Background: an optimization exercise with open tools, aiming at small area, a short achievable clock period and few clock cycles per item. Do not read the settings as production practice. Where RTL was checked, it was by simulation tests only, not by an equivalence proof against the original.

run A:
==> module spfp_adder_subtractor, before the edit <==
module spfp_adder_subtractor
(
   input  logic [31:0] a_i,
   input  logic [31:0] b_i,
   input  logic        sub_i,
   output logic [31:0] y_o
);
   function automatic logic [4:0] lzc25(input logic [24:0] v);
      logic [4:0] n;
      n = 5'd25;
      for (int i = 0; i < 25; i++)
         if (v[i]) n = 5'(24 - i);
      lzc25 = n;
   endfunction
   logic        sa, sb, sub, a_ge, a_gt, b_gt, e_eq, nan, sx, sn;
   logic [7:0]  ea, eb, ex, d;
   logic [8:0]  dab, dba;
   logic [23:0] ma, mb, mx, my;
   logic [4:0]  sh, lz;
   logic [49:0] al;
   logic [26:0] y_al;
   logic [27:0] sum;
   logic [24:0] pd, qd, nr, nn;
   logic [25:0] pdx;
   logic [9:0]  e_nr;
   logic [24:0] r_a, r_b, r_c;
   logic [22:0] far_m;
   logic [7:0]  far_e, ex_m1, ex_p1, ex_p2;
   logic        up_a, up_b, up_c, far_zero, far_inf, near, p_neg, spec;
   logic [31:0] y_spec;
   logic [31:0] y_far, y_near, y_n;
   always_comb begin
      sa   = a_i[31];
      sb   = b_i[31] ^ sub_i;
      ea   = a_i[30:23];
      eb   = b_i[30:23];
      ma   = {1'b1, a_i[22:0]};
      mb   = {1'b1, b_i[22:0]};
      sub  = sa ^ sb;
      dab  = {1'b0, ea} - {1'b0, eb};
      dba  = {1'b0, eb} - {1'b0, ea};
      a_ge = !dab[8];
      e_eq = (ea == eb);
      a_gt = a_ge && !e_eq;
      b_gt = !a_ge;
      ex   = a_ge ? ea : eb;
      sx   = a_ge ? sa : sb;
      mx   = a_ge ? ma : mb;
      my   = a_ge ? mb : ma;
      d    = a_ge ? dab[7:0] : dba[7:0];
      al   = {my, 26'd0} >> d[4:0];
      y_al = (d[7:5] != 3'd0) ? 27'd1 : {al[49:24], |al[23:0]};
      sum  = {1'b0, mx, 3'b000} + ({1'b0, y_al} ^ {28{sub}}) + {27'd0, sub};
      up_a = sum[3] & ((|sum[2:0]) | sum[4]);
      up_b = sum[2] & ((|sum[1:0]) | sum[3]);
      up_c = sum[1] & (sum[0] | sum[2]);
      r_a  = {1'b0, sum[27:4]} + {24'd0, up_a};
      r_b  = {1'b0, sum[26:3]} + {24'd0, up_b};
      r_c  = {1'b0, sum[25:2]} + {24'd0, up_c};
      ex_m1 = ex - 8'd1;
      ex_p1 = ex + 8'd1;
      ex_p2 = ex + 8'd2;
      if (sum[27]) begin
         far_m    = r_a[24] ? 23'd0 : r_a[22:0];
         far_e    = r_a[24] ? ex_p2 : ex_p1;
         far_zero = 1'b0;
         far_inf  = (ex == 8'd254) || (r_a[24] && ex == 8'd253);
      end else if (sum[26]) begin
         far_m    = r_b[24] ? 23'd0 : r_b[22:0];
         far_e    = r_b[24] ? ex_p1 : ex;
         far_zero = 1'b0;
         far_inf  = r_b[24] && ex == 8'd254;
      end else begin
         far_m    = r_c[24] ? 23'd0 : r_c[22:0];
         far_e    = r_c[24] ? ex : ex_m1;
         far_zero = !r_c[24] && ex == 8'd1;
         far_inf  = 1'b0;
      end
      if (far_zero)     y_far = {sx, 31'd0};
      else if (far_inf) y_far = {sx, 8'hFF, 23'd0};
      else              y_far = {sx, far_e, far_m};
      pdx   = {1'b0, ma, 1'b0} - (a_gt ? {2'b0, mb} : {1'b0, mb, 1'b0});
      pd    = pdx[24:0];
      qd    = {mb, 1'b0} - (b_gt ? {1'b0, ma} : {ma, 1'b0});
      p_neg = e_eq && pdx[25];
      nr    = (b_gt || p_neg) ? qd : pd;
      sn    = (b_gt || p_neg) ? sb : sa;
      lz    = lzc25(nr);
      nn    = nr << lz;
      e_nr  = {2'd0, ex} - {5'd0, lz};
      if (nr == 25'd0)                  y_near = 32'd0;
      else if (e_nr[9] || e_nr == 10'd0) y_near = {sn, 31'd0};
      else                              y_near = {sn, e_nr[7:0], nn[23:1]};
      near  = sub && (e_eq || ((dab == 9'd1 || dba == 9'd1) && nr[24:23] == 2'b00));
      y_n = near ? y_near : y_far;
      nan  = (ea == 8'hFF && a_i[22:0] != 23'd0) || (eb == 8'hFF && b_i[22:0] != 23'd0) ||
             (ea == 8'hFF && eb == 8'hFF && sa != sb);
      spec = (ea == 8'hFF) || (eb == 8'hFF) || (ea == 8'd0) || (eb == 8'd0);
      if (nan)                           y_spec = neuron_pkg::FP_QNAN;
      else if (ea == 8'hFF)              y_spec = a_i;
      else if (eb == 8'hFF)              y_spec = {sb, b_i[30:0]};
      else if (ea == 8'd0 && eb == 8'd0) y_spec = {sa & sb, 31'd0};
      else if (ea == 8'd0)               y_spec = {sb, b_i[30:0]};
      else                               y_spec = a_i;
      y_o = spec ? y_spec : y_n;
   end
endmodule
clock: 15.0 ns
lec_check: 0
cap_margin: 20
core_margin: 2
core_utilization: 50
slew_margin: 20
standard.sh (not shown) runs the stock make flow with config.mk's settings and CLKGATE_MAP_FILE= SYNTH_SCRIPT=/design/flow/synth_recipe.tcl, a recipe that flattens the netlist after the stock synthesis.
==> flow/flow/run.sh <==
#!/bin/bash
set -euo pipefail
bash standard.sh SETUP_SLACK_MARGIN=7 finish > standard.log 2>&1
Testbench counts of run A, summed over its fixed seeds: cycles 7,900, items 7,831.
For run R, these inputs were changed with respect to run A:
-- flow/design.v --
<<< run A, line 138
);
   function automatic logic [4:0] lzc25(input logic [24:0] v);
      logic [4:0] n;
      n = 5'd25;
      for (int i = 0; i < 25; i++)
         if (v[i]) n = 5'(24 - i);
      lzc25 = n;
   endfunction
   logic        sa, sb, sub, a_ge, a_gt, b_gt, e_eq, nan, sx, sn;
>>> run R, line 138
);
   function automatic logic [4:0] lzc25(input logic [24:0] v);
      logic [31:0] x;
      logic [15:0] v1;
      logic [15:0] p1;
      logic [7:0]  v2;
      logic [15:0] p2;
      logic [3:0]  v3;
      logic [11:0] p3;
      logic [1:0]  v4;
      logic [7:0]  p4;
      x = {v, 7'h7F};
      for (int i = 0; i < 16; i++) begin
         v1[i] = x[2*i+1] | x[2*i];
         p1[i] = !x[2*i+1];
      end
      for (int i = 0; i < 8; i++) begin
         v2[i]        = v1[2*i+1] | v1[2*i];
         p2[2*i+:2]   = v1[2*i+1] ? {1'b0, p1[2*i+1]} : {1'b1, p1[2*i]};
      end
      for (int i = 0; i < 4; i++) begin
         v3[i]        = v2[2*i+1] | v2[2*i];
         p3[3*i+:3]   = v2[2*i+1] ? {1'b0, p2[2*(2*i+1)+:2]} : {1'b1, p2[2*(2*i)+:2]};
      end
      for (int i = 0; i < 2; i++) begin
         v4[i]        = v3[2*i+1] | v3[2*i];
         p4[4*i+:4]   = v3[2*i+1] ? {1'b0, p3[3*(2*i+1)+:3]} : {1'b1, p3[3*(2*i)+:3]};
      end
      lzc25 = v4[1] ? {1'b0, p4[7:4]} : {1'b1, p4[3:0]};
   endfunction
   logic        sa, sb, sub, a_ge, a_gt, b_gt, e_eq, nan, sx, sn;
<<< run A, line 149
   logic [23:0] ma, mb, mx, my;
   logic [4:0]  sh, lz;
   logic [49:0] al;
   logic [26:0] y_al;
   logic [27:0] sum;
>>> run R, line 171
   logic [23:0] ma, mb, mx, my;
   logic [4:0]  sh, lz;
   logic [49:0] al_a, al_b;
   logic [26:0] ya, yb;
   logic [26:0] y_al;
   logic [27:0] sum;
<<< run A, line 178
      sx   = a_ge ? sa : sb;
      mx   = a_ge ? ma : mb;
      my   = a_ge ? mb : ma;
      d    = a_ge ? dab[7:0] : dba[7:0];
      al   = {my, 26'd0} >> d[4:0];
      y_al = (d[7:5] != 3'd0) ? 27'd1 : {al[49:24], |al[23:0]};
      sum  = {1'b0, mx, 3'b000} + ({1'b0, y_al} ^ {28{sub}}) + {27'd0, sub};
      up_a = sum[3] & ((|sum[2:0]) | sum[4]);
>>> run R, line 201
      sx   = a_ge ? sa : sb;
      mx   = a_ge ? ma : mb;
      d    = a_ge ? dab[7:0] : dba[7:0];
      al_b = {mb, 26'd0} >> dab[4:0];
      al_a = {ma, 26'd0} >> dba[4:0];
      yb   = (dab[7:5] != 3'd0) ? 27'd1 : {al_b[49:24], |al_b[23:0]};
      ya   = (dba[7:5] != 3'd0) ? 27'd1 : {al_a[49:24], |al_a[23:0]};
      y_al = a_ge ? yb : ya;
      sum  = {1'b0, mx, 3'b000} + ({1'b0, y_al} ^ {28{sub}}) + {27'd0, sub};
      up_a = sum[3] & ((|sum[2:0]) | sum[4]);
Results
- Summary of run R over run A: clock skew went up; cell area went up; delay of the slowest critical-path stage went up; cell count after placement went up; number of buffers and inverters on the critical path went down.
- [compare] base=run A new=run R: synthesized area climbed about 2.6%; number of nets produced by synthesis climbed 178.
For run R, only the layout was checked, not whether the RTL still works.

==> static timing again, ports no longer ideal <==
In the flow no input, the clock included, has a driving cell. The finished layouts below were timed again as built, in two steps.
Step 1: set_driving_cell puts a clkbuf_16 on clk and a buf_2 on each other input, an assumption about the parent block.
Step 2 adds t to the input delays and takes it off the output delays; t is the mean of the earliest and latest rising clock arrival at the registers after step 1. Input paths then give back, and output paths get back, about the clock's delay inside the block.
Three values: ideal, step 1, step 2; two values: the first two.
| run | t, ns | setup WS [ns] | latest minus earliest clock arrival (ns) | worst register clock-pin slew, ns |
|---|---|---|---|---|
| run A | 0.689 | 6.955 / 6.955 / 6.955 | 0.036 / 0.037 | 0.08 / 0.08 |
| run R | 0.677 | 6.990 / 6.990 / 6.990 | 0.046 / 0.045 | 0.07 / 0.07 |
After both steps every run listed still meets setup and hold.
